Source: an optimization exercise on an open RTL-to-GDS flow (aim: small area, a short achievable clock period and few clock cycles per item). Production flows keep margins and buffers that such runs may drop.
In this exercise RTL edits were held to simulation tests only and were not proved equivalent to the original.
No activity file was given, so power comes from the tool's default toggle rates.

## flow/run.sh

```bash
#!/bin/bash
# synth_recipe.tcl (not shown) runs the flow's synth.tcl, then flattens the netlist and writes it again
# the make line also repeats each setting of config.mk as NAME=value (left out here)
make -C /OpenROAD-flow-scripts/flow DESIGN_CONFIG=/design/flow/config.mk WORK_HOME=/design/flow/orfs CLKGATE_MAP_FILE= SYNTH_SCRIPT=/design/flow/synth_recipe.tcl finish
```

## flow/config.mk

```make
export PLATFORM = sky130hd
export DESIGN_NAME = baseband_test_wrapper
export DESIGN_NICKNAME = baseband_test_wrapper
export VERILOG_FILES = /design/flow/design.v
export SDC_FILE = /design/flow/constraint.sdc
export NUM_CORES = 4
export LEC_CHECK = 0
export CAP_MARGIN = 20
export CORE_MARGIN = 2
export CORE_UTILIZATION = 40
export SLEW_MARGIN = 20
```

## flow/constraint.sdc

```tcl
create_clock -name core_clock -period 13.0 [get_ports {clk}]
set_input_delay 2.6000 -clock core_clock [delete_from_list [all_inputs] [get_ports {clk}]]
set_output_delay 2.6000 -clock core_clock [all_outputs]
set_load 0.01 [all_outputs]
```

## flow/design.v

```verilog
`timescale 1ns/1ps
module baseband_test_wrapper (
    input  logic        clk,
    input  logic        aresetn,
    input  logic [31:0] s_axil_awaddr,
    input  logic [2:0]  s_axil_awprot,
    input  logic        s_axil_awvalid,
    output logic        s_axil_awready,
    input  logic [31:0] s_axil_wdata,
    input  logic [3:0]  s_axil_wstrb,
    input  logic        s_axil_wvalid,
    output logic        s_axil_wready,
    output logic [1:0]  s_axil_bresp,
    output logic        s_axil_bvalid,
    input  logic        s_axil_bready,
    input  logic [31:0] s_axil_araddr,
    input  logic [2:0]  s_axil_arprot,
    input  logic        s_axil_arvalid,
    output logic        s_axil_arready,
    output logic [31:0] s_axil_rdata,
    output logic [1:0]  s_axil_rresp,
    output logic        s_axil_rvalid,
    input  logic        s_axil_rready,
    input  logic [31:0] s_axis_tdata,
    input  logic        s_axis_tvalid,
    output logic        s_axis_tready,
    output logic [31:0] m_axi_awaddr,
    output logic [7:0]  m_axi_awlen,
    output logic [2:0]  m_axi_awsize,
    output logic [1:0]  m_axi_awburst,
    output logic        m_axi_awvalid,
    input  logic        m_axi_awready,
    output logic [31:0] m_axi_wdata,
    output logic [3:0]  m_axi_wstrb,
    output logic        m_axi_wlast,
    output logic        m_axi_wvalid,
    input  logic        m_axi_wready,
    input  logic [1:0]  m_axi_bresp,
    input  logic        m_axi_bvalid,
    output logic        m_axi_bready
);
    localparam int AWD = 7;    
    logic        wseen_q;
    logic        awrdy_q;         
    logic        ws_en_q, ws_base_q, ws_len_q, ws_cyc_q, ws_start_q;
    logic        ws_al_q, ws_max_q;
    logic        bvalid_q;
    logic        arrdy_q;
    logic        rpend_q;
    logic [8:0]  raddr_q;
    logic        rvalid_q;
    logic [31:0] rdata_q;
    logic        dma_en_q, al_en_q;
    logic [31:0] base_q, len_q, cyc_q, max_q;
    logic [31:0] cnt_q;
    logic        run_q;           
    logic [65:0] left_q;          
    logic [5:0]  pend_q;          
    logic        fire_q;          
    logic        busy_q;          
    logic [5:0]  step_q;          
    logic        kc_q;            
    logic        kbit_q;          
    logic        tready_q;
    logic [4:0]  infl_q;          
    logic        awvalid_q;
    logic [2:0]  awcnt_q;         
    logic [29:0] awaddr_q;
    logic [31:0] awleft_q;        
    logic        awwrap_q;        
    logic        wvalid_q, skv_q;
    logic [31:0] wdata_q, skd_q;
    logic        rst_q;           
    logic        start;
    logic        fire;
    logic        aw_pop, w_pop;
    logic        last_step;
    logic        cbit, cbit1;
    logic        ok_b0, ok_b1, ok_e0, ok_e1;
    logic [33:0] msum;
    logic        ovf;
    logic [5:0]  pendf;
    logic        ok_bound, ok_exact;
    logic        aw_up, aw_dn;
    logic [2:0]  awcnt_n;
    logic        awroom, wroom, room;
    logic        rd_ok;
    logic [31:0] rd_mux;
    logic        unused_bits;
    assign unused_bits = ^{s_axil_awaddr[31:9], s_axil_awprot,
                           s_axil_wstrb, s_axil_araddr[31:9],
                           s_axil_arprot, m_axi_bresp};
    assign s_axil_awready = awrdy_q;
    assign s_axil_wready  = awrdy_q;
    assign s_axil_bvalid  = bvalid_q;
    assign s_axil_bresp   = 2'b00;
    assign s_axil_arready = arrdy_q;
    assign s_axil_rvalid  = rvalid_q;
    assign s_axil_rdata   = rdata_q;
    assign s_axil_rresp   = 2'b00;
    assign start = wseen_q & ws_start_q & dma_en_q;
    assign s_axis_tready = tready_q;
    assign fire          = s_axis_tvalid & tready_q;
    assign m_axi_awaddr  = {awaddr_q, base_q[1:0]};
    assign m_axi_awlen   = 8'd0;
    assign m_axi_awsize  = 3'd2;
    assign m_axi_awburst = 2'b01;
    assign m_axi_awvalid = awvalid_q;
    assign m_axi_wdata   = wdata_q;
    assign m_axi_wstrb   = 4'hF;
    assign m_axi_wlast   = 1'b1;
    assign m_axi_wvalid  = wvalid_q;
    assign m_axi_bready  = 1'b1;
    assign aw_pop = awvalid_q & m_axi_awready;
    assign w_pop  = wvalid_q & m_axi_wready;
    assign last_step = step_q[5];
    assign cbit      = cyc_q[0] & ~last_step;
    assign cbit1     = cyc_q[1] & (step_q != 6'd31) & ~last_step;
    assign msum      = {1'b0, left_q[65:33]} +
                       {2'b0, (kbit_q ? len_q : 32'd0)} + {33'd0, kbit_q};
    assign ovf = (&len_q) & (&cyc_q);
    assign pendf = pend_q + {5'd0, fire_q};
    assign ok_b1    = ~ovf & ((|len_q[31:6]) | (pendf < len_q[5:0]));
    assign ok_b0    = ~ovf & ((|len_q[31:6]) | (pendf <= len_q[5:0]));
    assign ok_e1    = (|left_q[63:6]) | (left_q[5:0] > pendf + 6'd1);
    assign ok_e0    = (|left_q[63:6]) | (left_q[5:0] > pendf);
    assign ok_bound = (fire & ok_b1) | (~fire & ok_b0);
    assign ok_exact = (fire & ok_e1) | (~fire & ok_e0);
    assign aw_up   = fire & ~aw_pop;
    assign aw_dn   = aw_pop & ~fire;
    assign awcnt_n = ({3{aw_up}} & (awcnt_q + 3'd1)) |
                     ({3{aw_dn}} & (awcnt_q - 3'd1)) |
                     ({3{~aw_up & ~aw_dn}} & awcnt_q);
    assign awroom  = (aw_up & (awcnt_q < AWD[2:0] - 3'd1)) | aw_dn |
                     (~aw_up & (awcnt_q < AWD[2:0]));
    assign wroom   = (fire & ~w_pop & ~wvalid_q) | (~fire & w_pop) |
                     (~(fire & ~w_pop) & ~skv_q);
    assign room    = awroom & wroom & ~infl_q[4];
    assign rd_ok = rpend_q & ((pendf == 6'd0) | tready_q);
    always_comb begin
        rd_mux = 32'd0;
        if (!raddr_q[8]) begin
            case (raddr_q[7:0])
                8'h00:   rd_mux = {31'd0, dma_en_q};
                8'h10:   rd_mux = base_q;
                8'h14:   rd_mux = len_q;
                8'h18:   rd_mux = cyc_q;
                8'h20:   rd_mux = left_q[31:0];
                8'h24:   rd_mux = left_q[63:32];
                default: rd_mux = 32'd0;
            endcase
        end else begin
            case (raddr_q[7:0])
                8'h00:   rd_mux = {31'd0, al_en_q};
                8'h04:   rd_mux = cnt_q;
                8'h0C:   rd_mux = max_q;
                default: rd_mux = 32'd0;
            endcase
        end
    end
    always_ff @(posedge clk) begin
        if (s_axil_arvalid && arrdy_q) raddr_q <= s_axil_araddr[8:0];
        if (rd_ok) rdata_q <= rd_mux;
        if (!wseen_q) begin
            ws_en_q    <= (s_axil_awaddr[8:0] == 9'h000);
            ws_base_q  <= (s_axil_awaddr[8:0] == 9'h010);
            ws_len_q   <= (s_axil_awaddr[8:0] == 9'h014);
            ws_cyc_q   <= (s_axil_awaddr[8:0] == 9'h018);
            ws_start_q <= (s_axil_awaddr[8:0] == 9'h020);
            ws_al_q    <= (s_axil_awaddr[8:0] == 9'h100);
            ws_max_q   <= (s_axil_awaddr[8:0] == 9'h10C);
        end
        if (start) begin
            awaddr_q <= base_q[31:2];
            awleft_q <= len_q;
            awwrap_q <= (len_q == 32'd0);
        end else if (aw_pop) begin
            awaddr_q <= awwrap_q ? base_q[31:2] : awaddr_q + 30'd1;
            awleft_q <= awwrap_q ? len_q : awleft_q - 32'd1;
            awwrap_q <= awwrap_q ? (len_q == 32'd0) : (awleft_q == 32'd1);
        end
        if (!wvalid_q || w_pop) begin
            if (skv_q)     wdata_q <= skd_q;
            else if (fire) wdata_q <= s_axis_tdata;
        end
        if (fire) skd_q <= s_axis_tdata;
    end
    always_ff @(posedge clk) begin
        rst_q <= ~aresetn;
        if (rst_q) begin
            wseen_q   <= 1'b0;
            awrdy_q   <= 1'b0;
            bvalid_q  <= 1'b0;
            arrdy_q   <= 1'b0;
            rpend_q   <= 1'b0;
            rvalid_q  <= 1'b0;
            dma_en_q  <= 1'b0;
            al_en_q   <= 1'b0;
            base_q    <= 32'd0;
            len_q     <= 32'd0;
            cyc_q     <= 32'd0;
            max_q     <= 32'd0;
            cnt_q     <= 32'd0;
            run_q     <= 1'b0;
            left_q    <= 66'd0;
            pend_q    <= 6'd0;
            fire_q    <= 1'b0;
            busy_q    <= 1'b0;
            step_q    <= 6'd0;
            kc_q      <= 1'b0;
            kbit_q    <= 1'b0;
            tready_q  <= 1'b0;
            infl_q    <= 5'd0;
            awvalid_q <= 1'b0;
            awcnt_q   <= 3'd0;
            wvalid_q  <= 1'b0;
            skv_q     <= 1'b0;
        end else begin
            if (wseen_q) begin
                wseen_q  <= 1'b0;
                awrdy_q  <= 1'b0;
                bvalid_q <= 1'b1;
                if (ws_en_q) begin
                    dma_en_q <= s_axil_wdata[0];
                    if (!s_axil_wdata[0]) run_q <= 1'b0;
                end
                if (ws_base_q) base_q  <= s_axil_wdata;
                if (ws_len_q)  len_q   <= s_axil_wdata;
                if (ws_cyc_q)  cyc_q   <= s_axil_wdata;
                if (ws_al_q)   al_en_q <= s_axil_wdata[0];
                if (ws_max_q)  max_q   <= s_axil_wdata;
            end else begin
                if (s_axil_bready) bvalid_q <= 1'b0;
                if (s_axil_awvalid && s_axil_wvalid && !bvalid_q && !busy_q) begin
                    wseen_q <= 1'b1;
                    awrdy_q <= 1'b1;
                end
            end
            arrdy_q <= ~arrdy_q & ~rpend_q & ~rvalid_q & ~busy_q &
                       s_axil_arvalid;
            if (s_axil_arvalid && arrdy_q) begin
                rpend_q <= 1'b1;
            end else if (rd_ok) begin
                rpend_q  <= 1'b0;
                rvalid_q <= 1'b1;
            end else if (rvalid_q && s_axil_rready) begin
                rvalid_q <= 1'b0;
            end
            fire_q <= fire;
            if (fire_q) cnt_q <= cnt_q + 32'd1;
            if (start) begin
                run_q  <= 1'b1;
                left_q <= 66'd0;
                pend_q <= 6'd0;
                busy_q <= 1'b1;
                step_q <= 6'd0;
                kc_q   <= 1'b1;
                kbit_q <= ~cyc_q[0];
            end else if (busy_q) begin
                left_q <= {msum, left_q[32:1]};
                pend_q <= pendf;
                kc_q   <= cbit & kc_q;
                kbit_q <= cbit1 ^ (cbit & kc_q);
                if (!last_step) cyc_q <= {cyc_q[0], cyc_q[31:1]};
                step_q <= step_q + 6'd1;
                if (step_q == 6'd32) busy_q <= 1'b0;
            end else if (pendf != 6'd0) begin
                left_q <= left_q - 66'd1;
                pend_q <= pendf - 6'd1;
            end
            tready_q <= start ? (al_en_q & ~ovf)
                              : (run_q & dma_en_q & al_en_q & room &
                                 (busy_q ? ok_bound : ok_exact));
            infl_q <= infl_q + {4'd0, fire_q} - {4'd0, m_axi_bvalid};
            awcnt_q   <= awcnt_n;
            awvalid_q <= aw_up | (aw_dn & (awcnt_q != 3'd1)) |
                         (~aw_dn & (awcnt_q != 3'd0));
            if (!wvalid_q || w_pop) begin
                if (skv_q) begin
                    skv_q <= fire;
                end else begin
                    wvalid_q <= fire;
                end
            end else if (fire) begin
                skv_q <= 1'b1;
            end
        end
        if (!aresetn) begin
            wseen_q   <= 1'b0;
            awrdy_q   <= 1'b0;
            bvalid_q  <= 1'b0;
            arrdy_q   <= 1'b0;
            rvalid_q  <= 1'b0;
            tready_q  <= 1'b0;
            awvalid_q <= 1'b0;
            wvalid_q  <= 1'b0;
        end
    end
endmodule
```

==> qor.txt, run 1 <==
status = timing/DRC/antenna clean
Worst Path Required = 10.40 ns
Clock Latency Late Sink = 0.62 ns
post-synth top area cell = dfxtp_1
DR vias/cell = 5.693
Worst-Margin Slew = 1.060 ns
Die Ht = 245.6 um
average footprint of a synthesized cell = 8.940 um2
synth unique cells = 79
initial antenna violation count = 0
crit path DAT = 1.64 ns
Post-synth ARST share = 0%
Area Overhead vs Synth = 17.33%
CORE AREA = 57700 um2
drt pass-1 iters = 8
Crit path largest cell delay = 0.57 ns
via count = 20113
Int Pwr = 2.851 mW
DR WL/cell = 20.55 um
synthesis-stage register bit count = 439
Clock Pin Slew Worst Setup and Hold Paths = 0.06 ns
CTS Hold Bufs = 0
root buf cell = clkbuf_16
xor/xnor share of the synthesized area = 6.867%
pin count of the biggest net entering global routing = 92
storage element area = 10550 um2
post-synthesis mux area share = 2.160%
Die X = 245.6 um
clock share of power = 31.1%
Synth area leaders = dfxtp_1, edfxtp_1, nand2_1
Final period util = 32.60%
setup TNS = 0 ns
Mapped Area = 23340 um2
Comb power frac = 29.9%
Starting Density = 40.46%
WP buf/inv = 1
H-tree depth = 2
GRT Util Overall = 23.45%
Die Area = 60300 um2
number of global-route vias before repair = 19137
DR DRC count = 0
Post-synth EDFFs = 175
Synth Area in Simple Gates = 20.77%
power density over the cells = 162.9 nW/um2
DP HPWL = 52420 um
cells after synthesis = 2611
# fillers = 5601
max cap viols = 0
Critical Path Start Type = register
CP Max Fanout = 6
hold crit path type = reg -> reg
GR Layer Usage met1 = 32.72%
Iter 0 DRT Violations = 2177
GR Layer Usage met2 = 37.30%
Final setup viols = 0
# diodes = 0
met3 Use GR = 3.230%
post-synth top area share = 22.64%
Post-Synth Adder-Cell Area = 4.170%
TritonCTS Buffers = 49
Post-DRT Antenna Nets = 0
area occupied by multi-input gates = 11830 um2
register share of total power = 39.0%
final worst slack = 8.761 ns
CTS resizes = 0
IO Port Bufs = 196
Setup CP Type = reg -> out
CP top delay family = buffers and inverters
CTS tree = yes
post-synthesis compound-gate area fraction = 16.04%
skew final = 0.02986 ns
Ports = 278
Critical-path top delay cell = clkdlybuf4s50_1
Rows = 88
Worst VDD drop = 0.1467 mV
predominant post-synthesis flop cell = dfxtp_1
Peak Freq = 235.9 MHz
r2r setup slk = 8.87 ns
Pins Over Slew Limit = 0
RSZ-0062 raised after global routing = no
pre-CTS setup slack = 8.116 ns
GR peak layer = met2
CTS max path bufs = 3
largest family of logic cells by synthesized area = simple AND/OR/NAND/NOR gates
Switching Fraction = 36.07%
share of cells above drive strength 1 = 6.322%
min Tclk post-route = 4.239 ns
Rel. slew slack = 29.34%
clk sinks = 439
CP cell instances = clkdlybuf4s50_1
Remaining Overflow, GRT = 0
Final Hold Vio Count = 0
global-route wire length before repair = 111600 um
post-CTS setup buffer count = 0
Lkg Pwr = 9.683 nW
nets = 2954
endpoint type of the worst setup path = primary output
WL final = 72620 um
commonest cells after routing, fill and taps aside = nand2_1, nor2_1, dfxtp_1, a21oi_1, clkdlybuf4s50_1
Ys Warns = 1
P_sw = 1.609 mW
most common cell after layout, fill and taps aside = nand2_1
Seq/Total Area, Yosys = 45.16%
Core Util, Final = 47.46%
routability-driven placement congestion ratio = 0.9104
[final timing paths]
path	cells past startpoint	to	from
max reg2reg	12	left_q[58]	kbit_q
min	2	max_q[7]	max_q[7]
min reg2reg	2	max_q[7]	max_q[7]
max	1	m_axi_awaddr[13]	awaddr_q[11]
[cells in the mapped netlist, drive strengths merged, types with 6 or more instances]
cell and count:
a22oi 34, or2 8, nor4 42, nand4 43, nand2b 16, a21o 17, a21oi 247, o21ai 57
xor2 100, nor3b 8, nor2 276, clkbuf 137, and3 25, a222oi 32, buf 44, nand2 352
a311oi 36, a221oi 34, or4 9, mux2i 11, inv 78, o221ai 6, a31oi 14, xnor2 83
or3 22, and2 44, o22ai 36, nand3b 10, nor2b 16, a211oi 26, edfxtp 175, ha 73
mux2 35, nand3 81, dfxtp 264, nor3 58
[flip-flops by register name, summed over array words and instances, names as in the netlist, 9 cells and up]
| name | flops |
|---|---|
| max_q | 32 |
| len_q | 32 |
| rdata_q | 32 |
| wdata_q | 32 |
| cnt_q | 32 |
| left_q | 66 |
| base_q | 32 |
| raddr_q | 9 |
| cyc_q | 32 |
| skd_q | 32 |
| awleft_q | 32 |
| awaddr_q | 30 |
[final cells by class]
| type | count | area share, % |
|---|---|---|
| Timing Repair Buffer | 225 | 7.986 |
| Clock buffer | 78 | 5.058 |
| Clock inverter | 14 | 0.6625 |
| Inverter | 78 | 1.069 |
| Tap cell | 765 | 3.495 |
| Sequential cell | 439 | 38.52 |
| Multi-Input combinational cell | 1934 | 43.21 |
[power groups by stage]
stage	Clock, mW	Combinational [mW]	Sequential [mW]
detailed placement	0	1.31	1.76
finish	1.39	1.33	1.74
global route	1.46	1.46	1.75
floorplan	0	0.986	1.67
global placement	0	1.29	1.75
CTS	1.40	1.32	1.73
[kinds of logic (layout without fill, tap and decap cells)]
group	count (synthesis)	count (layout)
adders and majority gates	76	76
muxes	46	46
AOI/OAI and AO/OA	579	579
and+or+nand+nor	1027	1027
DFF	439	439
buffers and inverters	259	395
other	2	23
xor gates and xnor gates	183	183
[per-stage QoR]
step / hold WS (ns) / instance area, um2 / power, mW / cells
5_1_grt: 0.4708 / 27390 / 4.665 / 3533
3_3_place_gp: 0.4411 / 25800 / 3.046 / 3440
3_5_place_dp: 0.4460 / 25820 / 3.070 / 3441
6_report: 0.4524 / 27390 / 4.460 / 3533
2_1_floorplan: 0.4360 / 23420 / 2.652 / 2632
4_1_cts: 0.4538 / 27380 / 4.453 / 3533
[layer usage]
layer  vias up  wire length, um
li1       9621                -
met3       120             5230
met2       726            33250
met5         -                0
met1      9646            31950
met4         0             2190
Testbench counts, summed over its fixed seeds: cycles 8,104, items 5,657.
==> run 2: changes to the inputs <==
--- a/flow/design.v
+++ b/flow/design.v
@@ -47,7 +47,7 @@
     logic        bvalid_q;
     logic        arrdy_q;
     logic        rpend_q;
-    logic [8:0]  raddr_q;
+    logic [8:0]  rsel_q;          
     logic        rvalid_q;
     logic [31:0] rdata_q;
     logic        dma_en_q, al_en_q;
@@ -58,7 +58,6 @@
     logic [5:0]  pend_q;          
     logic        fire_q;          
     logic        busy_q;          
-    logic [5:0]  step_q;          
     logic        kc_q;            
     logic        kbit_q;          
     logic        tready_q;
@@ -80,11 +79,12 @@
     logic [33:0] msum;
     logic        ovf;
     logic [5:0]  pendf;
-    logic        ok_bound, ok_exact;
+    logic        pnz;    logic        ok_bound, ok_exact;
     logic        aw_up, aw_dn;
     logic [2:0]  awcnt_n;
     logic        awroom, wroom, room;
     logic        rd_ok;
+    logic [31:0] cfg_d;
     logic [31:0] rd_mux;
     logic        unused_bits;
     assign unused_bits = ^{s_axil_awaddr[31:9], s_axil_awprot,
@@ -113,13 +113,14 @@
     assign m_axi_bready  = 1'b1;
     assign aw_pop = awvalid_q & m_axi_awready;
     assign w_pop  = wvalid_q & m_axi_wready;
-    assign last_step = step_q[5];
+    assign last_step = left_q[0];
     assign cbit      = cyc_q[0] & ~last_step;
-    assign cbit1     = cyc_q[1] & (step_q != 6'd31) & ~last_step;
+    assign cbit1     = cyc_q[1] & ~left_q[1] & ~last_step;
     assign msum      = {1'b0, left_q[65:33]} +
                        {2'b0, (kbit_q ? len_q : 32'd0)} + {33'd0, kbit_q};
     assign ovf = (&len_q) & (&cyc_q);
     assign pendf = pend_q + {5'd0, fire_q};
+    assign pnz   = (|pend_q) | fire_q;
     assign ok_b1    = ~ovf & ((|len_q[31:6]) | (pendf < len_q[5:0]));
     assign ok_b0    = ~ovf & ((|len_q[31:6]) | (pendf <= len_q[5:0]));
     assign ok_e1    = (|left_q[63:6]) | (left_q[5:0] > pendf + 6'd1);
@@ -136,30 +137,39 @@
     assign wroom   = (fire & ~w_pop & ~wvalid_q) | (~fire & w_pop) |
                      (~(fire & ~w_pop) & ~skv_q);
     assign room    = awroom & wroom & ~infl_q[4];
-    assign rd_ok = rpend_q & ((pendf == 6'd0) | tready_q);
-    always_comb begin
-        rd_mux = 32'd0;
-        if (!raddr_q[8]) begin
-            case (raddr_q[7:0])
-                8'h00:   rd_mux = {31'd0, dma_en_q};
-                8'h10:   rd_mux = base_q;
-                8'h14:   rd_mux = len_q;
-                8'h18:   rd_mux = cyc_q;
-                8'h20:   rd_mux = left_q[31:0];
-                8'h24:   rd_mux = left_q[63:32];
-                default: rd_mux = 32'd0;
-            endcase
-        end else begin
-            case (raddr_q[7:0])
-                8'h00:   rd_mux = {31'd0, al_en_q};
-                8'h04:   rd_mux = cnt_q;
-                8'h0C:   rd_mux = max_q;
-                default: rd_mux = 32'd0;
-            endcase
-        end
-    end
-    always_ff @(posedge clk) begin
-        if (s_axil_arvalid && arrdy_q) raddr_q <= s_axil_araddr[8:0];
+    assign rd_ok = rpend_q & (~pnz | tready_q);
+    assign rd_mux = ({32{rsel_q[0]}} & {31'd0, dma_en_q}) |
+                    ({32{rsel_q[1]}} & base_q) |
+                    ({32{rsel_q[2]}} & len_q) |
+                    ({32{rsel_q[3]}} & cyc_q) |
+                    ({32{rsel_q[4]}} & left_q[31:0]) |
+                    ({32{rsel_q[5]}} & left_q[63:32]) |
+                    ({32{rsel_q[6]}} & {31'd0, al_en_q}) |
+                    ({32{rsel_q[7]}} & cnt_q) |
+                    ({32{rsel_q[8]}} & max_q);
+    assign cfg_d = s_axil_wdata & {32{~rst_q}};
+    always_ff @(posedge clk) begin
+        if (rst_q || (wseen_q && ws_base_q)) base_q <= cfg_d;
+        if (rst_q || (wseen_q && ws_len_q))  len_q  <= cfg_d;
+        if (rst_q || (wseen_q && ws_max_q))  max_q  <= cfg_d;
+        if (rst_q || (wseen_q && ws_cyc_q))  cyc_q  <= cfg_d;
+        else if (busy_q && !rst_q && !last_step) cyc_q <= {cyc_q[0], cyc_q[31:1]};
+    end
+    always_ff @(posedge clk) begin
+        if (rst_q || fire_q) cnt_q <= (cnt_q + 32'd1) & {32{~rst_q}};
+    end
+    always_ff @(posedge clk) begin
+        if (s_axil_arvalid && arrdy_q) begin
+            rsel_q[0] <= (s_axil_araddr[8:0] == 9'h000);
+            rsel_q[1] <= (s_axil_araddr[8:0] == 9'h010);
+            rsel_q[2] <= (s_axil_araddr[8:0] == 9'h014);
+            rsel_q[3] <= (s_axil_araddr[8:0] == 9'h018);
+            rsel_q[4] <= (s_axil_araddr[8:0] == 9'h020);
+            rsel_q[5] <= (s_axil_araddr[8:0] == 9'h024);
+            rsel_q[6] <= (s_axil_araddr[8:0] == 9'h100);
+            rsel_q[7] <= (s_axil_araddr[8:0] == 9'h104);
+            rsel_q[8] <= (s_axil_araddr[8:0] == 9'h10C);
+        end
         if (rd_ok) rdata_q <= rd_mux;
         if (!wseen_q) begin
             ws_en_q    <= (s_axil_awaddr[8:0] == 9'h000);
@@ -179,11 +189,8 @@
             awleft_q <= awwrap_q ? len_q : awleft_q - 32'd1;
             awwrap_q <= awwrap_q ? (len_q == 32'd0) : (awleft_q == 32'd1);
         end
-        if (!wvalid_q || w_pop) begin
-            if (skv_q)     wdata_q <= skd_q;
-            else if (fire) wdata_q <= s_axis_tdata;
-        end
-        if (fire) skd_q <= s_axis_tdata;
+        if (!wvalid_q || w_pop) wdata_q <= skv_q ? skd_q : s_axis_tdata;
+        if (!skv_q) skd_q <= s_axis_tdata;
     end
     always_ff @(posedge clk) begin
         rst_q <= ~aresetn;
@@ -196,17 +203,11 @@
             rvalid_q  <= 1'b0;
             dma_en_q  <= 1'b0;
             al_en_q   <= 1'b0;
-            base_q    <= 32'd0;
-            len_q     <= 32'd0;
-            cyc_q     <= 32'd0;
-            max_q     <= 32'd0;
-            cnt_q     <= 32'd0;
             run_q     <= 1'b0;
             left_q    <= 66'd0;
             pend_q    <= 6'd0;
             fire_q    <= 1'b0;
             busy_q    <= 1'b0;
-            step_q    <= 6'd0;
             kc_q      <= 1'b0;
             kbit_q    <= 1'b0;
             tready_q  <= 1'b0;
@@ -224,11 +225,7 @@
                     dma_en_q <= s_axil_wdata[0];
                     if (!s_axil_wdata[0]) run_q <= 1'b0;
                 end
-                if (ws_base_q) base_q  <= s_axil_wdata;
-                if (ws_len_q)  len_q   <= s_axil_wdata;
-                if (ws_cyc_q)  cyc_q   <= s_axil_wdata;
                 if (ws_al_q)   al_en_q <= s_axil_wdata[0];
-                if (ws_max_q)  max_q   <= s_axil_wdata;
             end else begin
                 if (s_axil_bready) bvalid_q <= 1'b0;
                 if (s_axil_awvalid && s_axil_wvalid && !bvalid_q && !busy_q) begin
@@ -247,13 +244,11 @@
                 rvalid_q <= 1'b0;
             end
             fire_q <= fire;
-            if (fire_q) cnt_q <= cnt_q + 32'd1;
             if (start) begin
                 run_q  <= 1'b1;
-                left_q <= 66'd0;
+                left_q <= {33'd0, 1'b1, 32'd0};
                 pend_q <= 6'd0;
                 busy_q <= 1'b1;
-                step_q <= 6'd0;
                 kc_q   <= 1'b1;
                 kbit_q <= ~cyc_q[0];
             end else if (busy_q) begin
@@ -261,12 +256,10 @@
                 pend_q <= pendf;
                 kc_q   <= cbit & kc_q;
                 kbit_q <= cbit1 ^ (cbit & kc_q);
-                if (!last_step) cyc_q <= {cyc_q[0], cyc_q[31:1]};
-                step_q <= step_q + 6'd1;
-                if (step_q == 6'd32) busy_q <= 1'b0;
-            end else if (pendf != 6'd0) begin
+                if (last_step) busy_q <= 1'b0;
+            end else if (pnz) begin
                 left_q <= left_q - 66'd1;
-                pend_q <= pendf - 6'd1;
+                if (!fire_q) pend_q <= pend_q - 6'd1;
             end
             tready_q <= start ? (al_en_q & ~ovf)
                               : (run_q & dma_en_q & al_en_q & room &
==> flow/flow/run.sh (new file) <==
#!/bin/bash
# The standard layout (standard synthesis unchanged), with two changes to how
# the layout is made: ports get sky130 buf_1 buffers instead of the resizer's
# default pick, and setup repair works towards a tighter target margin. The
# clock period and constraints are the standard flow's own. make's full output (all yosys
# and openroad steps) goes to make.log; ORFS keeps per-step logs in orfs/logs.
set -euo pipefail
bash standard.sh "BUFFER_PORTS_ARGS=-buffer_cell sky130_fd_sc_hd__buf_1" \
    "SETUP_SLACK_MARGIN=9.2" finish > make.log 2>&1
==> flow/standard.sh (new file) <==
#!/bin/bash
# synth_recipe.tcl (not shown) runs the flow's synth.tcl, then flattens the netlist and writes it again
# the make line also repeats each setting of config.mk as NAME=value (left out here)
make -C /OpenROAD-flow-scripts/flow DESIGN_CONFIG=/design/flow/config.mk WORK_HOME=/design/flow/orfs CLKGATE_MAP_FILE= SYNTH_SCRIPT=/design/flow/synth_recipe.tcl "${@:-finish}"
--- a/flow/config.mk
+++ b/flow/config.mk
@@ -8,4 +8,6 @@
 export CAP_MARGIN = 20
 export CORE_MARGIN = 2
 export CORE_UTILIZATION = 40
+export CTS_CLUSTER_DIAMETER = 100
+export CTS_CLUSTER_SIZE = 25
 export SLEW_MARGIN = 20
removed: flow/run.sh
==> run 2 against run 1 <==
  * Core utilization down 2.6 points
  * Cell count decreased by 12%
  * Clock-buffer cell count fell by 41
  * Largest cell class is now registers
  * Synthesized area is 4.2% lower
  * Still clean
  * Largest power group unchanged
==> qor.txt, run 2 <==
status = timing/DRC/antenna clean
Hold Path End = skd_q[7]
Crit path largest cell delay = 0.45 ns (-0.12 ns)
CTS max path bufs = 3 (unchanged)
placed inst area = 23770 um2 (-7.9%)
Post-DRT Antenna Nets = 0 (unchanged)
post-synth top area share = 40.69% (+18 points)
xor/xnor share of the synthesized area = 7.011% (+0.14 points)
Rows = 86 (-2.3%)
post-synthesis compound-gate area fraction = 12.19% (-3.9 points)
number of global-route vias before repair = 17071 (-11%)
Area Overhead vs Synth = 10.78%
Critical Path Start Type = register
routability-driven placement congestion ratio = 0.9099 (about the same)
WL final = 68260 um (-6.0%)
drt pass-1 iters = 8 (unchanged)
root buf cell = clkbuf_16
power density over the cells = 156.9 nW/um2 (-3.6%)
most common cell after layout, fill and taps aside = edfxtp_1
nets = 2567 (-13%)
Post-Layout Inst Area = 24770 um2 (-9.5%)
skew final = 0.03358 ns (+0.003718 ns)
Starting Density = 40.51% (+0.051 points)
Remaining Overflow, GRT = 0 (unchanged)
IO Port Bufs = 196 (unchanged)
H-tree depth = 1 (-1)
Synth top cells by count = edfxtp_1, nand2_1, nor2_1
endpoint type of the worst setup path = primary output
Ports = 278 (unchanged)
Die Area = 57810 um2 (-4.1%)
Top reg by flops = left_q
CTS Hold Bufs = 0 (unchanged)
WP depth = 1 (unchanged)
hold crit path type = reg -> reg
synth unique cells = 75 (-5.1%)
setup TNS = 0 ns (unchanged)
post-synthesis mux area share = 1.975% (-0.19 points)
CP Max Fanout = 2 (-4)
# fillers = 5263 (-6.0%)
Hold Path Depth = 1 (-1)
R2R depth = 12 (unchanged)
Setup CP Type = reg -> out
CORE AREA = 55200 um2 (-4.3%)
clk sinks = 433 (-1.4%)
Final setup viols = 0 (unchanged)
Synth area leaders = edfxtp_1, dfxtp_1, xor2_1
share of cells above drive strength 1 = 7.249% (+0.93 points)
min Tclk post-route = 3.776 ns (-0.4627 ns)
cells after synthesis = 2171 (-17%)
synthesis-stage register bit count = 433 (-1.4%)
Peak Freq = 264.8 MHz (+12%)
Final period util = 29.04% (-3.6 points)
Die X = 240.4 um (-2.1%)
Ys Warns = 1 (unchanged)
hold_sp = skd_q[7]
Mapped Area = 22360 um2 (-4.2%)
CP top delay family = flip-flops
via count = 17718 (-12%)
predominant post-synthesis flop cell = edfxtp_1
Seq/Total Area, Yosys = 52.33% (+7.2 points)
Lkg Pwr = 9.047 nW (-6.6%)
DR WL/cell = 21.96 um (+6.8%)
Synth Area in Simple Gates = 18.76% (-2.0 points)
RSZ-0062 raised after global routing = yes
largest family of logic cells by synthesized area = simple AND/OR/NAND/NOR gates
GRT Util Overall = 23.24% (-0.21 points)
Post-Synth Adder-Cell Area = 4.230% (+0.060 points)
Critical-path top delay cell = edfxtp_1
Clock Pin Slew Worst Setup and Hold Paths = 0.11 ns (+0.05 ns)
CP cell instances = clkbuf_2
crit path DAT = 1.18 ns (-0.46 ns)
TritonCTS Buffers = 22 (-55%)
CTS tree = yes
DR DRC count = 0 (unchanged)
commonest cells after routing, fill and taps aside = edfxtp_1, nand2_1, nor2_1, buf_1, dfxtp_1
Post-synth ARST share = 0% (unchanged)
DP HPWL = 48430 um (-7.6%)
Pins Over Slew Limit = 0 (unchanged)
Worst-Margin Slew = 0.9473 ns (-0.1125 ns)
WP buf/inv = 1 (unchanged)
r2r setup slk = 9.27 ns (+0.40 ns)
reg2reg end = left_q[57]
pin count of the biggest net entering global routing = 88 (-4.3%)
Rel. slew slack = 36.61% (+7.3 points)
Final Hold Vio Count = 0 (unchanged)
initial antenna violation count = 1 (+1)
average footprint of a synthesized cell = 10.30 um2 (+15%)
most numerous cell in the Yosys netlist = edfxtp_1
global-route wire length before repair = 102400 um (-8.2%)
post-synth top area cell = edfxtp_1
RR Startpoint = kbit_q
Largest register FFs = 66 (unchanged)
DR vias/cell = 5.701 (+0.14%)
max cap viols = 0 (unchanged)
Worst VDD drop = 0.09971 mV (-32%)
Worst Path Required = 10.40 ns (about the same)
Clock Latency Late Sink = 0.58 ns (-0.04 ns)
Iter 0 DRT Violations = 1748 (-20%)
Post-synth EDFFs = 303 (+73%)
Die Ht = 240.4 um (-2.1%)
[run 2: cell count changes after synthesis, sizes merged, moves of 36 or more]
| cell | before | now |
|---|---|---|
| a21oi | 247 | 124 |
| a311oi | 36 | 0 |
| clkbuf | 137 | 92 |
| dfxtp | 264 | 130 |
| edfxtp | 175 | 303 |
| nand2 | 352 | 233 |
| nor2 | 276 | 202 |
[run 2: worst register-to-register path, delay by kind of cell (launching register included)]
kind / cells / cell delay, ns
xor+xnor: 1 / 0.17
simple gates: 3 / 0.82
flops: 1 / 0.42
fa+ha+maj: 1 / 0.43
buf+inv: 1 / 0.19
compound gates: 6 / 1.61
[run 2: worst max path at each step]
stage,slack (ns),end,startpoint
final,9.22,m_axi_awaddr[12],awaddr_q[10]
after global routing,9.13,left_q[57],kbit_q
after CTS,9.19,m_axi_awaddr[1],base_q[1]
after detailed placement,8.47,left_q[63],kbit_q
after global placement,8.50,left_q[61],kbit_q
after floorplan,9.15,infl_q[4],m_axi_bvalid
[run 2: cells by family after synthesis]
kind of cell	Yosys count
multiplexers	40
flip-flops	433
other	2
adder cells (fa/ha/maj)	74
buffers and inverters	175
AO/OA/AOI/OAI	421
XOR/XNOR	179
AND/OR/NAND/NOR	847
[run 2: what timing repair did]
item | CTS | global route
buffers inserted | 23 | 10
resized for setup | 11 | 13
pin swaps | 2 | 4
endpoints found under the setup margin | 39 | 27
[run 2: stage by stage]
step	power [mW]	worst slack [ns]	hold WS [ns]	instances	utilization, %
after floorplan	2.683	9.147	0.4447	2192	-
after global placement	3.047	8.503	0.4510	3034	43.06
after detailed placement	3.071	8.469	0.4600	3034	43.06
after CTS	3.883	9.188	0.4834	3097	44.66
after global routing	4.118	9.132	0.4981	3107	44.87
final	3.887	9.224	0.4800	3108	44.87
[run 2: final cells by class]
class | count | area, um2 | share of cell area [%]
sequential | 433 | 11710 | 47.29
multi-input combinational | 1584 | 10080 | 40.69
timing repair buffer | 254 | 1182 | 4.773
tap | 748 | 935.9 | 3.778
clock buffer | 37 | 628.1 | 2.536
inverter | 48 | 180.2 | 0.7274
clock inverter | 3 | 47.55 | 0.1919
antenna | 1 | 2.502 | 0.01010
[run 2: report_power, final]
| part | total (mW) | switching (mW) | internal [mW] |
|---|---|---|---|
| registers | 1.84 | 0.227 | 1.62 |
| clock network | 0.810 | 0.468 | 0.343 |
| logic | 1.23 | 0.763 | 0.469 |
[run 2: metal layers]
layer	part of all wire, %	GRT usage [%]	up-vias
met5	0	0	-
met4	4.0	8.997	0
met3	7.4	3.467	107
met2	47	38.02	738
met1	42	31.04	8638
li1	-	-	8235
Testbench counts of run 2, summed over its fixed seeds: cycles 8,104, items 5,657.
==> run 3: changes to the inputs <==
--- a/flow/design.v
+++ b/flow/design.v
@@ -263,7 +263,9 @@
             end
             tready_q <= start ? (al_en_q & ~ovf)
                               : (run_q & dma_en_q & al_en_q & room &
-                                 (busy_q ? ok_bound : ok_exact));
+                                 (busy_q ? ok_bound : ok_exact) &
+                                 ~(wseen_q & (ws_en_q | ws_al_q) &
+                                   ~s_axil_wdata[0]));
             infl_q <= infl_q + {4'd0, fire_q} - {4'd0, m_axi_bvalid};
             awcnt_q   <= awcnt_n;
             awvalid_q <= aw_up | (aw_dn & (awcnt_q != 3'd1)) |
==> run 3 against run 2 <==
  * Still clean on timing, DRC and antenna
  * Fmax shrank 0.49%
  * Cell count decreased by 0.48%
  * First-iteration DRC count shrank 7.1%
  * Core utilization is 0.092 points lower
  * Via count decreased by 1.2%
  * Critical path depth stayed put
  * Sequential power barely moved
  * Final area is 0.40% lower
  * Sequential cell count stayed put
  * Register-to-register slack better by 0.11 ns
  * Critical endpoint is now m_axi_awaddr[0]
  * Highest routed layer unchanged
==> qor.txt, run 3 <==
min Tclk post-route = 3.794 ns (+0.01864 ns)
Post-DRT Antenna Nets = 0 (unchanged)
number of global-route vias before repair = 16375 (-4.1%)
# diodes = 0 (-1)
Pins Over Slew Limit = 0 (unchanged)
share of cells above drive strength 1 = 6.866% (-0.38 points)
CTS Hold Bufs = 0 (unchanged)
Iter 0 DRT Violations = 1624 (-7.1%)
root buf cell = clkbuf_16
Int Pwr = 2.416 mW (-0.56%)
initial antenna violation count = 1 (unchanged)
drt pass-1 iters = 6 (-2)
Hold Path End = arrdy_q
Comb power frac = 32.7% (+1.0 points)
post-synth top area share = 40.75% (+0.055 points)
Rows = 86 (unchanged)
WL final = 66980 um (-1.9%)
synthesis-stage register bit count = 433 (unchanged)
synth unique cells = 77 (+2.7%)
RSZ-0062 raised after global routing = yes
Clock Latency Late Sink = 0.58 ns (about the same)
skew final = 0.02833 ns (-0.005250 ns)
Worst VDD drop = 0.1069 mV (+7.2%)
post-synth top area cell = edfxtp_1
WP depth = 1 (unchanged)
Crit path largest cell delay = 0.46 ns (about the same)
CP top delay family = flip-flops
Final Hold Vio Count = 0 (unchanged)
Ports = 278 (unchanged)
GRT Util Overall = 22.50% (-0.74 points)
max cap viols = 0 (unchanged)
final worst slack = 9.206 ns (-0.01864 ns)
RR Startpoint = kbit_q
Top reg by flops = left_q
Synth top cells by count = edfxtp_1, nand2_1, nor2_1
Hold Path Depth = 1 (unchanged)
Worst-Margin Slew = 1.111 ns (+0.1636 ns)
register share of total power = 47.6% (about the same)
hold crit path type = reg -> reg
Rel. slew slack = 25.94% (-11 points)
reg2reg end = left_q[61]
Lkg Pwr = 8.766 nW (-3.1%)
Mapped Area = 22330 um2 (-0.13%)
cells after synthesis = 2160 (-0.51%)
Setup CP Type = reg -> out
Starting Density = 40.53% (about the same)
P_sw = 1.472 mW (+0.98%)
hold_sp = arrdy_q
power density over the cells = 157.6 nW/um2 (+0.42%)
pin count of the biggest net entering global routing = 116 (+32%)
Critical-path top delay cell = edfxtp_1
Critical Path Start Type = register
CTS max path bufs = 3 (unchanged)
Pwr Total = 3.888 mW (about the same)
average footprint of a synthesized cell = 10.34 um2 (+0.37%)
DR WL/cell = 21.66 um (-1.4%)
Post-synth ARST share = 0% (unchanged)
DR DRC count = 0 (unchanged)
most numerous cell in the Yosys netlist = edfxtp_1
WP buf/inv = 1 (unchanged)
clock share of power = 19.7% (-1.1 points)
CP Max Fanout = 2 (unchanged)
Finished Layout Cells = 3093 (-0.48%)
r2r setup slk = 9.38 ns (+0.11 ns)
CP cell instances = buf_1
endpoint type of the worst setup path = primary output
CTS tree = yes
pre-CTS setup slack = 8.562 ns (+0.09299 ns)
Ys Warns = 1 (unchanged)
IO Port Bufs = 196 (unchanged)
predominant post-synthesis flop cell = edfxtp_1
Post-Place Cells = 3023 (-0.36%)
Synth area leaders = edfxtp_1, dfxtp_1, xnor2_1
clk sinks = 433 (unchanged)
Switching Fraction = 37.85% (+0.36 points)
global-route wire length before repair = 99430 um (-2.9%)
Remaining Overflow, GRT = 0 (unchanged)
crit path DAT = 1.19 ns (about the same)
commonest cells after routing, fill and taps aside = edfxtp_1, nand2_1, nor2_1, buf_1, dfxtp_1
R2R depth = 12 (unchanged)
Die Area = 57730 um2 (-0.13%)
Clock Pin Slew Worst Setup and Hold Paths = 0.11 ns (about the same)
TritonCTS Buffers = 21 (-4.5%)
CORE AREA = 55090 um2 (-0.19%)
via count = 17508 (-1.2%)
routability-driven placement congestion ratio = 0.9332 (+2.6%)
placed inst area = 23750 um2 (about the same)
status = timing/DRC/antenna clean
DP HPWL = 47210 um (-2.5%)
setup TNS = 0 ns (unchanged)
CP startpoint = base_q[0]
Die X = 240.3 um (about the same)
Area Overhead vs Synth = 10.48%
Die Ht = 240.3 um (about the same)
Post-Layout Inst Area = 24670 um2 (-0.40%)
nets = 2554 (-0.51%)
Post-synth EDFFs = 303 (unchanged)
Largest register FFs = 66 (unchanged)
Seq/Total Area, Yosys = 52.40% (+0.070 points)
Final period util = 29.19% (+0.14 points)
most common cell after layout, fill and taps aside = edfxtp_1
Peak Freq = 263.5 MHz (-0.49%)
H-tree depth = 1 (unchanged)
DR vias/cell = 5.661 (-0.71%)
Final setup viols = 0 (unchanged)
Worst Path Required = 10.40 ns (about the same)
[run 3: changes by cell type in the layout (fill, tap and decap cells not counted), sizes merged, moves of 7 or more]
| cell | before | now |
|---|---|---|
| nor3b | 12 | 4 |
| inv | 50 | 59 |
| nor3 | 57 | 50 |
| and2 | 38 | 31 |
| or4 | 17 | 10 |
| nand4 | 36 | 45 |
| xnor2 | 78 | 103 |
| clkbuf | 43 | 36 |
| or3 | 30 | 19 |
| a21o | 29 | 20 |
| nand3 | 87 | 77 |
| nand2 | 233 | 226 |
| nor2 | 202 | 211 |
| xor2 | 101 | 78 |
[run 3: worst max-delay path by stage]
stage,endpoint,slack (ns)
floorplan,infl_q[4],9.15
global placement,left_q[62],8.64
detailed placement,left_q[62],8.56
CTS,m_axi_awaddr[0],9.19
global route,left_q[62],9.17
finish,m_axi_awaddr[0],9.21
[run 3: area by class of cell]
class / count / area [um2]
Clock inverter: 4 / 31.28
Clock buffer: 34 / 574.3
Multi-Input combinational cell: 1569 / 10040
Inverter: 56 / 210.2
Timing Repair Buffer: 249 / 1164
Fill cell: 5310 / 30420
Tap cell: 748 / 935.9
Sequential cell: 433 / 11710
[run 3: power groups by stage]
stage               Clock (mW)  Combinational, mW  Sequential [mW]
floorplan                    0              0.954             1.77
global placement             0               1.22             1.87
detailed placement           0               1.24             1.88
CTS                      0.780               1.25             1.84
global route             0.818               1.41             1.87
finish                   0.765               1.27             1.85
[run 3: repair_timing]
item                                    4_1_cts  5_1_grt
setup buffers                                19       11
gates resized for setup                       6        7
hold endpoints to repair                      0        0
endpoints found under the setup margin       38       18
[run 3: through the flow]
stage / hold WS [ns] / utilization [%]
after global routing: 0.4931 / 44.78
final: 0.4681 / 44.78
after floorplan: 0.4439 / -
after global placement: 0.4320 / 43.11
after CTS: 0.4630 / 44.50
after detailed placement: 0.4454 / 43.11
[run 3: logic make-up after synthesis]
logic type / after synthesis / synth area share (%)
other: 2 / 0.03363
AOI/OAI and AO/OA: 437 / 12.73
muxes: 40 / 1.972
xor gates and xnor gates: 181 / 7.099
DFF: 433 / 52.40
adders and majority gates: 74 / 4.236
and+or+nand+nor: 814 / 18.04
buffers and inverters: 179 / 3.485
[run 3: metal layers]
| layer | part of all wire, % | global-route usage, % |
|---|---|---|
| met1 | 43 | 31.53 |
| met2 | 47 | 37.13 |
| met3 | 7.6 | 3.330 |
| met4 | 1.9 | 4.310 |
| met5 | 0 | 0 |
Testbench counts of run 3, summed over its fixed seeds: cycles 8,119, items 5,657.
==> run 4: changes to the inputs <==
--- a/flow/design.v
+++ b/flow/design.v
@@ -53,6 +53,8 @@
     logic        dma_en_q, al_en_q;
     logic [31:0] base_q, len_q, cyc_q, max_q;
     logic [31:0] cnt_q;
+    logic [2:0]  cnt_cq;          
+    logic [31:0] cnt_c;
     logic        run_q;           
     logic [65:0] left_q;          
     logic [5:0]  pend_q;          
@@ -137,7 +139,7 @@
     assign wroom   = (fire & ~w_pop & ~wvalid_q) | (~fire & w_pop) |
                      (~(fire & ~w_pop) & ~skv_q);
     assign room    = awroom & wroom & ~infl_q[4];
-    assign rd_ok = rpend_q & (~pnz | tready_q);
+    assign rd_ok = rpend_q & ((~pnz & ~|cnt_cq) | tready_q);
     assign rd_mux = ({32{rsel_q[0]}} & {31'd0, dma_en_q}) |
                     ({32{rsel_q[1]}} & base_q) |
                     ({32{rsel_q[2]}} & len_q) |
@@ -155,8 +157,22 @@
         if (rst_q || (wseen_q && ws_cyc_q))  cyc_q  <= cfg_d;
         else if (busy_q && !rst_q && !last_step) cyc_q <= {cyc_q[0], cyc_q[31:1]};
     end
+    always_comb begin
+        for (int sg = 0; sg < 4; sg++) begin
+            cnt_c[8*sg] = (sg == 0) ? fire_q : cnt_cq[sg-1];
+            for (int i = 1; i < 8; i++)
+                cnt_c[8*sg+i] = cnt_c[8*sg+i-1] & cnt_q[8*sg+i-1];
+        end
+    end
     always_ff @(posedge clk) begin
-        if (rst_q || fire_q) cnt_q <= (cnt_q + 32'd1) & {32{~rst_q}};
+        if (rst_q) begin
+            cnt_q  <= 32'd0;
+            cnt_cq <= 3'd0;
+        end else begin
+            cnt_q  <= cnt_q ^ cnt_c;
+            cnt_cq <= {cnt_c[23] & cnt_q[23], cnt_c[15] & cnt_q[15],
+                       cnt_c[7] & cnt_q[7]};
+        end
     end
     always_ff @(posedge clk) begin
         if (s_axil_arvalid && arrdy_q) begin
@@ -263,9 +279,7 @@
             end
             tready_q <= start ? (al_en_q & ~ovf)
                               : (run_q & dma_en_q & al_en_q & room &
-                                 (busy_q ? ok_bound : ok_exact) &
-                                 ~(wseen_q & (ws_en_q | ws_al_q) &
-                                   ~s_axil_wdata[0]));
+                                 (busy_q ? ok_bound : ok_exact));
             infl_q <= infl_q + {4'd0, fire_q} - {4'd0, m_axi_bvalid};
             awcnt_q   <= awcnt_n;
             awvalid_q <= aw_up | (aw_dn & (awcnt_q != 3'd1)) |
==> run 4 against run 3 <==
  * Non-clock buffer count grew 14
  * Clock power rose by 11%
  * Synthesized cell count fell by 2.4%
  * Sequential cell count is 3 higher
  * Sequential share of layout area down 0.51 points
  * Highest routed layer unchanged
==> qor.txt, run 4 <==
Clock Latency Late Sink = 0.60 ns (+0.02 ns)
Clock Pin Slew Worst Setup and Hold Paths = 0.10 ns (about the same)
max cap viols = 0 (unchanged)
routability-driven placement congestion ratio = 0.9345 (+0.14%)
r2r setup slk = 9.19 ns (-0.19 ns)
crit path DAT = 1.22 ns (+0.03 ns)
DR WL/cell = 21.89 um (+1.1%)
commonest cells after routing, fill and taps aside = edfxtp_1, nand2_1, buf_1, nor2_1, dfxtp_1
Post-Layout Inst Area = 24380 um2 (-1.2%)
Mapped Area = 21930 um2 (-1.8%)
CP top delay family = flip-flops
Lkg Pwr = 9.248 nW (+5.5%)
hold crit path type = reg -> reg
CTS max path bufs = 3 (unchanged)
synth unique cells = 79 (+2.6%)
CP cell instances = clkbuf_2
root buf cell = clkbuf_16
Ports = 278 (unchanged)
Peak Freq = 261.8 MHz (-0.67%)
placed inst area = 23290 um2 (-1.9%)
global-route wire length before repair = 99280 um (-0.15%)
drt pass-1 iters = 6 (unchanged)
# diodes = 0 (unchanged)
CORE AREA = 54030 um2 (-1.9%)
storage element area = 11450 um2 (-2.2%)
Finished Layout Cells = 3007 (-2.8%)
Hold Path Depth = 1 (unchanged)
nets = 2548 (-0.23%)
Iter 0 DRT Violations = 1327 (-18%)
power density over the cells = 157.4 nW/um2 (-0.14%)
IO Port Bufs = 196 (unchanged)
DP HPWL = 46030 um (-2.5%)
via count = 17201 (-1.8%)
initial antenna violation count = 0 (-1)
Pins Over Slew Limit = 0 (unchanged)
Die Ht = 238.2 um (-0.88%)
Starting Density = 40.59% (+0.061 points)
Rows = 85 (-1.2%)
RR Startpoint = len_q[0]
Remaining Overflow, GRT = 0 (unchanged)
DR vias/cell = 5.720 (+1.1%)
CP Max Fanout = 4 (+2)
most numerous cell in the Yosys netlist = edfxtp_1
H-tree depth = 1 (unchanged)
Final period util = 29.38% (+0.20 points)
Worst Path Required = 10.40 ns (about the same)
R2R depth = 12 (unchanged)
# fillers = 5111 (-3.7%)
status = timing/DRC/antenna clean
most common cell after layout, fill and taps aside = edfxtp_1
Setup CP Type = reg -> out
Crit path largest cell delay = 0.46 ns (about the same)
Final Hold Vio Count = 0 (unchanged)
Critical-path top delay cell = edfxtp_1
Rel. slew slack = 31.76% (+5.8 points)
number of global-route vias before repair = 16633 (+1.6%)
Critical Path Start Type = register
Post-Place Cells = 2922 (-3.3%)
Synth area leaders = edfxtp_1, dfxtp_1, ha_1
Top reg by flops = left_q
pin count of the biggest net entering global routing = 82 (-29%)
Hold Path End = skd_q[25]
area occupied by multi-input gates = 9883 um2 (-1.6%)
endpoint type of the worst setup path = primary output
Worst-Margin Slew = 1.020 ns (-0.09108 ns)
skew final = 0.03599 ns (+0.007666 ns)
CTS Hold Bufs = 0 (unchanged)
synthesis-stage register bit count = 436 (+0.69%)
cells after synthesis = 2109 (-2.4%)
Die Area = 56720 um2 (-1.8%)
post-synth top area share = 37.11% (-3.6 points)
Final setup viols = 0 (unchanged)
TritonCTS Buffers = 23 (+9.5%)
DR DRC count = 0 (unchanged)
Post-DRT Antenna Nets = 0 (unchanged)
clk sinks = 436 (+0.69%)
Seq/Total Area, Yosys = 52.17% (-0.23 points)
share of cells above drive strength 1 = 8.005% (+1.1 points)
setup TNS = 0 ns (unchanged)
post-synth top area cell = edfxtp_1
Post-synth ARST share = 0% (unchanged)
min Tclk post-route = 3.820 ns (+0.02545 ns)
reg2reg end = left_q[58]
RSZ-0062 raised after global routing = yes
WL final = 65830 um (-1.7%)
Die X = 238.2 um (-0.88%)
Area Overhead vs Synth = 11.18%
Largest register FFs = 66 (unchanged)
average footprint of a synthesized cell = 10.40 um2 (+0.59%)
Ys Warns = 1 (unchanged)
predominant post-synthesis flop cell = edfxtp_1
hold_sp = skd_q[25]
WP buf/inv = 1 (unchanged)
Synth top cells by count = edfxtp_1, nand2_1, nor2_1
Post-synth EDFFs = 271 (-11%)
CTS tree = yes
GRT Util Overall = 22.65% (+0.15 points)
Worst VDD drop = 0.1509 mV (+41%)
## run 4: cell types whose count changed after synthesis, sizes merged, moves of 8 or more
cell / change
edfxtp: -32
ha: +30
inv: -8
nor2: -43
nand4: -10
a21oi: -8
nor2b: +32
xnor2: -19
nand3: -8
or3: -8
dfxtp: +35
clkbuf: +8
## run 4: report_power, final
| group | switching (mW) | total (mW) | internal (mW) |
|---|---|---|---|
| combinational | 0.723 | 1.20 | 0.479 |
| clock | 0.485 | 0.852 | 0.367 |
| sequential | 0.188 | 1.78 | 1.60 |
| total | 1.40 | 3.84 | 2.44 |
## run 4: what timing repair did
item / CTS / global route
setup endpoints to repair: 34 / 34
buffers inserted: 25 / 18
resized for setup: 3 / 23
pin swaps: 0 / 1
## run 4: per-layer routing
layer  vias up  track usage, %  share of wire (%)
li1       8031               -                  -
met1      8416           30.88                 43
met5         -               0                  0
met2       654           37.23                 47
met4         0           7.140                3.0
met3       100           3.262                7.5
## run 4: area by class of cell
type / instances / area share [%]
Multi-Input combinational cell: 1521 / 40.53
Inverter: 49 / 0.7543
Timing Repair Buffer: 263 / 5.183
Tap cell: 696 / 3.572
Clock inverter: 7 / 0.4413
Clock buffer: 35 / 2.545
Sequential cell: 436 / 46.97
## run 4: cell families (layout without fill, tap and decap cells)
| family | Yosys count | after routing | synth area share [%] |
|---|---|---|---|
| simple gates | 780 | 780 | 17.63 |
| flops | 436 | 436 | 52.17 |
| compound gates | 414 | 414 | 12.28 |
| buf+inv | 173 | 354 | 3.452 |
| xor+xnor | 160 | 160 | 6.390 |
| fa+ha+maj | 104 | 104 | 6.025 |
| mux | 40 | 40 | 2.020 |
| other cells | 2 | 23 | 0.03424 |
## run 4: worst max-delay path by stage
stage | from | to | slack [ns] | cells past startpoint
final | awaddr_q[19] | m_axi_awaddr[21] | 9.18 | 1
after global routing | len_q[0] | left_q[58] | 9.08 | 12
after CTS | awaddr_q[19] | m_axi_awaddr[21] | 9.12 | 1
after detailed placement | s_axis_tvalid | tready_q | 8.77 | 9
after global placement | s_axis_tvalid | tready_q | 8.74 | 9
after floorplan | m_axi_bvalid | infl_q[4] | 9.15 | 10
## run 4: stage by stage
step	power (mW)	hold WS, ns	setup WS [ns]	utilization [%]
finish	3.837	0.4790	9.180	45.13
global route	4.036	0.4894	9.084	45.13
CTS	3.814	0.4828	9.121	44.82
detailed placement	2.971	0.4586	8.769	43.12
global placement	2.948	0.4514	8.742	43.12
floorplan	2.588	0.4461	9.147	-
Testbench counts of run 4, summed over its fixed seeds: cycles 8,104, items 5,657.
==> run 5: changes to the inputs <==
--- a/flow/design.v
+++ b/flow/design.v
@@ -279,7 +279,9 @@
             end
             tready_q <= start ? (al_en_q & ~ovf)
                               : (run_q & dma_en_q & al_en_q & room &
-                                 (busy_q ? ok_bound : ok_exact));
+                                 (busy_q ? ok_bound : ok_exact) &
+                                 ~(wseen_q & (ws_en_q | ws_al_q) &
+                                   ~s_axil_wdata[0]));
             infl_q <= infl_q + {4'd0, fire_q} - {4'd0, m_axi_bvalid};
             awcnt_q   <= awcnt_n;
             awvalid_q <= aw_up | (aw_dn & (awcnt_q != 3'd1)) |
==> run 5 against run 4 <==
  * Largest cell class unchanged
  * Critical path type unchanged
  * Sequential share of layout area is 0.49 points lower
  * Critical endpoint is now m_axi_awaddr[10]
  * Worst setup slack improved by 0.030 ns
  * Core utilization down 0.40 points
==> qor.txt, run 5 <==
status = timing/DRC/antenna clean
CTS max path bufs = 3 (unchanged)
reg2reg end = left_q[53]
Final Hold Vio Count = 0 (unchanged)
Comb power frac = 29.9% (-1.4 points)
Ports = 278 (unchanged)
power density over the cells = 150.9 nW/um2 (-4.1%)
Worst Path Required = 10.40 ns (about the same)
Rows = 86 (+1.2%)
Worst VDD drop = 0.1342 mV (-11%)
Min Hold Slack = 0.4802 ns (+0.001213 ns)
clock share of power = 22.5% (+0.3 points)
r2r setup slk = 9.45 ns (+0.26 ns)
register share of total power = 47.6% (+1.1 points)
H-tree depth = 1 (unchanged)
via count = 17694 (+2.9%)
skew final = 0.02382 ns (-0.01217 ns)
Finished Layout Cells = 3080 (+2.4%)
Ys Warns = 1 (unchanged)
IO Port Bufs = 196 (unchanged)
storage element area = 11450 um2 (about the same)
Final period util = 29.15% (-0.23 points)
Synth top cells by count = edfxtp_1, nand2_1, nor2_1
clk sinks = 436 (unchanged)
predominant post-synthesis flop cell = edfxtp_1
CP cell instances = clkbuf_2
Worst-Margin Slew = 1.049 ns (+0.02884 ns)
average footprint of a synthesized cell = 10.36 um2 (-0.40%)
drt pass-1 iters = 9 (+3)
Post-Synth Adder-Cell Area = 5.934% (-0.091 points)
RSZ-0062 raised after global routing = yes
Switching Fraction = 35.54% (-0.83 points)
share of cells above drive strength 1 = 7.079% (-0.93 points)
most common cell after layout, fill and taps aside = edfxtp_1
CTS tree = yes
initial antenna violation count = 3 (+3)
TritonCTS Buffers = 22 (-4.3%)
Int Pwr = 2.396 mW (-1.8%)
area occupied by multi-input gates = 10210 um2 (+3.3%)
root buf cell = clkbuf_16
xor/xnor share of the synthesized area = 6.175% (-0.21 points)
endpoint type of the worst setup path = primary output
Iter 0 DRT Violations = 1864 (+40%)
pin count of the biggest net entering global routing = 116 (+41%)
post-synthesis compound-gate area fraction = 12.36% (+0.073 points)
CP top delay family = flip-flops
max cap viols = 0 (unchanged)
Critical-path top delay cell = edfxtp_1
Area Overhead vs Synth = 10.66%
WP buf/inv = 1 (unchanged)
P_sw = 1.321 mW (-5.3%)
Synth area leaders = edfxtp_1, dfxtp_1, ha_1
routability-driven placement congestion ratio = 0.9030 (-3.4%)
CORE AREA = 55090 um2 (+2.0%)
WL final = 69130 um (+5.0%)
CP Max Fanout = 2 (-2)
Hold Path Depth = 1 (unchanged)
Pins Over Slew Limit = 0 (unchanged)
Post-Place Cells = 3010 (+3.0%)
nets = 2569 (+0.82%)
post-synth top area share = 36.55% (-0.56 points)
Post-DRT Antenna Nets = 0 (unchanged)
Clock Latency Late Sink = 0.58 ns (-0.02 ns)
Die Area = 57570 um2 (+1.5%)
Die X = 239.9 um (+0.75%)
Clock Pin Slew Worst Setup and Hold Paths = 0.10 ns (about the same)
post-synth top area cell = edfxtp_1
DR DRC count = 0 (unchanged)
Hold Path End = skd_q[10]
crit path DAT = 1.19 ns (-0.03 ns)
Remaining Overflow, GRT = 0 (unchanged)
largest family of logic cells by synthesized area = simple AND/OR/NAND/NOR gates
setup TNS = 0 ns (unchanged)
synth unique cells = 82 (+3.8%)
Final setup viols = 0 (unchanged)
synthesis-stage register bit count = 436 (unchanged)
Mapped Area = 22270 um2 (+1.5%)
Critical Path Start Type = register
commonest cells after routing, fill and taps aside = edfxtp_1, nand2_1, buf_1, nor2_1, dfxtp_1
Top reg by flops = left_q
R2R depth = 9 (-3)
global-route wire length before repair = 102200 um (+2.9%)
Largest register FFs = 66 (unchanged)
Setup CP Type = reg -> out
number of global-route vias before repair = 16667 (+0.20%)
Synth Area in Simple Gates = 18.73% (+1.1 points)
GRT Util Overall = 23.33% (+0.69 points)
Starting Density = 40.42% (-0.17 points)
Peak Freq = 263.9 MHz (+0.80%)
Die Ht = 239.9 um (+0.75%)
Lkg Pwr = 9.021 nW (-2.5%)
Seq/Total Area, Yosys = 51.38% (-0.79 points)
# fillers = 5412 (+5.9%)
min Tclk post-route = 3.790 ns (-0.03028 ns)
hold_sp = skd_q[10]
post-synthesis mux area share = 1.939% (-0.081 points)
hold crit path type = reg -> reg
cells after synthesis = 2150 (+1.9%)
DR WL/cell = 22.45 um (+2.5%)
Post-synth ARST share = 0% (unchanged)
RR Startpoint = len_q[6]
most numerous cell in the Yosys netlist = edfxtp_1
Rel. slew slack = 30.09% (-1.7 points)
DP HPWL = 49870 um (+8.4%)
Crit path largest cell delay = 0.46 ns (about the same)
DR vias/cell = 5.745 (+0.43%)
Post-synth EDFFs = 271 (unchanged)
[run 5: cell count changes after synthesis, sizes merged, moves of 7 or more]
cell,delta
a211oi,+8
nand2,-9
nor2,+9
xnor2,+7
xor2,-10
[run 5: cells by family after synthesis]
family,count (synthesis)
xor+xnor,157
flops,436
other cells,2
buf+inv,177
simple gates,814
compound gates,421
fa+ha+maj,104
mux,39
[run 5: power groups by stage]
stage          Clock [mW]  Combinational (mW)  Sequential, mW
6_report            0.835                1.11            1.77
5_1_grt             0.890                1.24            1.78
4_1_cts             0.849                1.10            1.77
3_5_place_dp            0                1.09            1.80
3_3_place_gp            0                1.06            1.79
2_1_floorplan           0               0.842            1.71
[run 5: timing repair]
item | CTS | global route
endpoints found under the setup margin | 47 | 18
buffers inserted | 23 | 6
resized for setup | 5 | 11
endpoints found under the hold margin | 0 | 0
hold buffers | 0 | 0
gates cloned | 0 | 0
[run 5: metal layers]
metal	part of all wire, %	vias up	global-route usage (%)
met3	6.9	123	2.801
met5	0.033	-	0
met4	3.3	4	7.115
met2	48	715	39.18
li1	-	8162	-
met1	42	8690	31.54
[run 5: worst max path at each step]
stage	cells past startpoint	endpoint	slack [ns]	start
global placement	8	tready_q	8.50	s_axis_tvalid
floorplan	10	infl_q[4]	9.15	m_axi_bvalid
finish	1	m_axi_awaddr[10]	9.21	awaddr_q[8]
global route	1	m_axi_awaddr[0]	9.19	base_q[0]
CTS	1	s_axil_rdata[28]	9.19	rdata_q[28]
detailed placement	8	tready_q	8.43	s_axis_tvalid
[run 5: final cells by class]
class                           instances  area share, %
Sequential cell                       436          46.48
Antenna cell                            1        0.01015
Multi-Input combinational cell       1558          41.45
Tap cell                              748          3.798
Clock inverter                          4         0.2691
Inverter                               50         0.7616
Clock buffer                           36          2.620
Timing Repair Buffer                  247          4.615
[run 5: worst register-to-register path: cells and delay by family, from the launching register on]
| kind | cells | cell delay, ns |
|---|---|---|
| AOI/OAI and AO/OA | 6 | 2.07 |
| adders and majority gates | 1 | 0.38 |
| and+or+nand+nor | 1 | 0.26 |
| xor gates and xnor gates | 1 | 0.15 |
| DFF | 1 | 0.61 |
[run 5: through the flow]
step	power [mW]	util, %	setup slack (ns)	cell area [um2]
finish	3.718	44.73	9.210	24640
global route	3.908	44.72	9.188	24640
CTS	3.712	44.58	9.190	24560
detailed placement	2.887	42.97	8.430	23670
global placement	2.858	42.95	8.497	23660
floorplan	2.550	-	9.147	22390
Testbench counts of run 5, summed over its fixed seeds: cycles 8,119, items 5,657.

## what the ideal ports hide
No port has a modelled driver above. Below, the same layouts with a new extraction and two added sets of constraints.
Step 1 (the two cells are an assumption about what drives the block):
set clk [get_ports {clk}]
set_driving_cell -lib_cell sky130_fd_sc_hd__clkbuf_16 $clk
set_driving_cell -lib_cell sky130_fd_sc_hd__buf_2 [delete_from_list [all_inputs] $clk]
Step 2 moves the port delays by t, midway between the first and last clock arrival at a register: inputs arrive t later, outputs are due t later. That takes back most of the time a late clock gives input paths.
Slacks: ideal / step 1 / step 2; pairs: ideal / step 1.
| run | t, ns | slack for setup (ns) | hold WS [ns] | latest minus earliest clock arrival (ns) |
|---|---|---|---|---|
| run 1 | 0.662 | 8.761 / 8.700 / 8.134 | 0.452 / 0.452 / 0.452 | 0.031 / 0.032 |
| run 2 | 0.631 | 9.224 / 9.162 / 8.721 | 0.480 / 0.480 / 0.480 | 0.036 / 0.036 |
| run 3 | 0.619 | 9.206 / 9.151 / 8.789 | 0.468 / 0.468 / 0.468 | 0.029 / 0.029 |
| run 4 | 0.641 | 9.180 / 9.121 / 8.758 | 0.479 / 0.479 / 0.479 | 0.037 / 0.037 |
| run 5 | 0.621 | 9.210 / 9.154 / 8.768 | 0.480 / 0.480 / 0.480 | 0.024 / 0.024 |
After both steps every run listed still meets setup and hold. The setup slack of run 1, which loses most, moves by -0.061 ns with the drivers and by -0.627 ns with both steps.
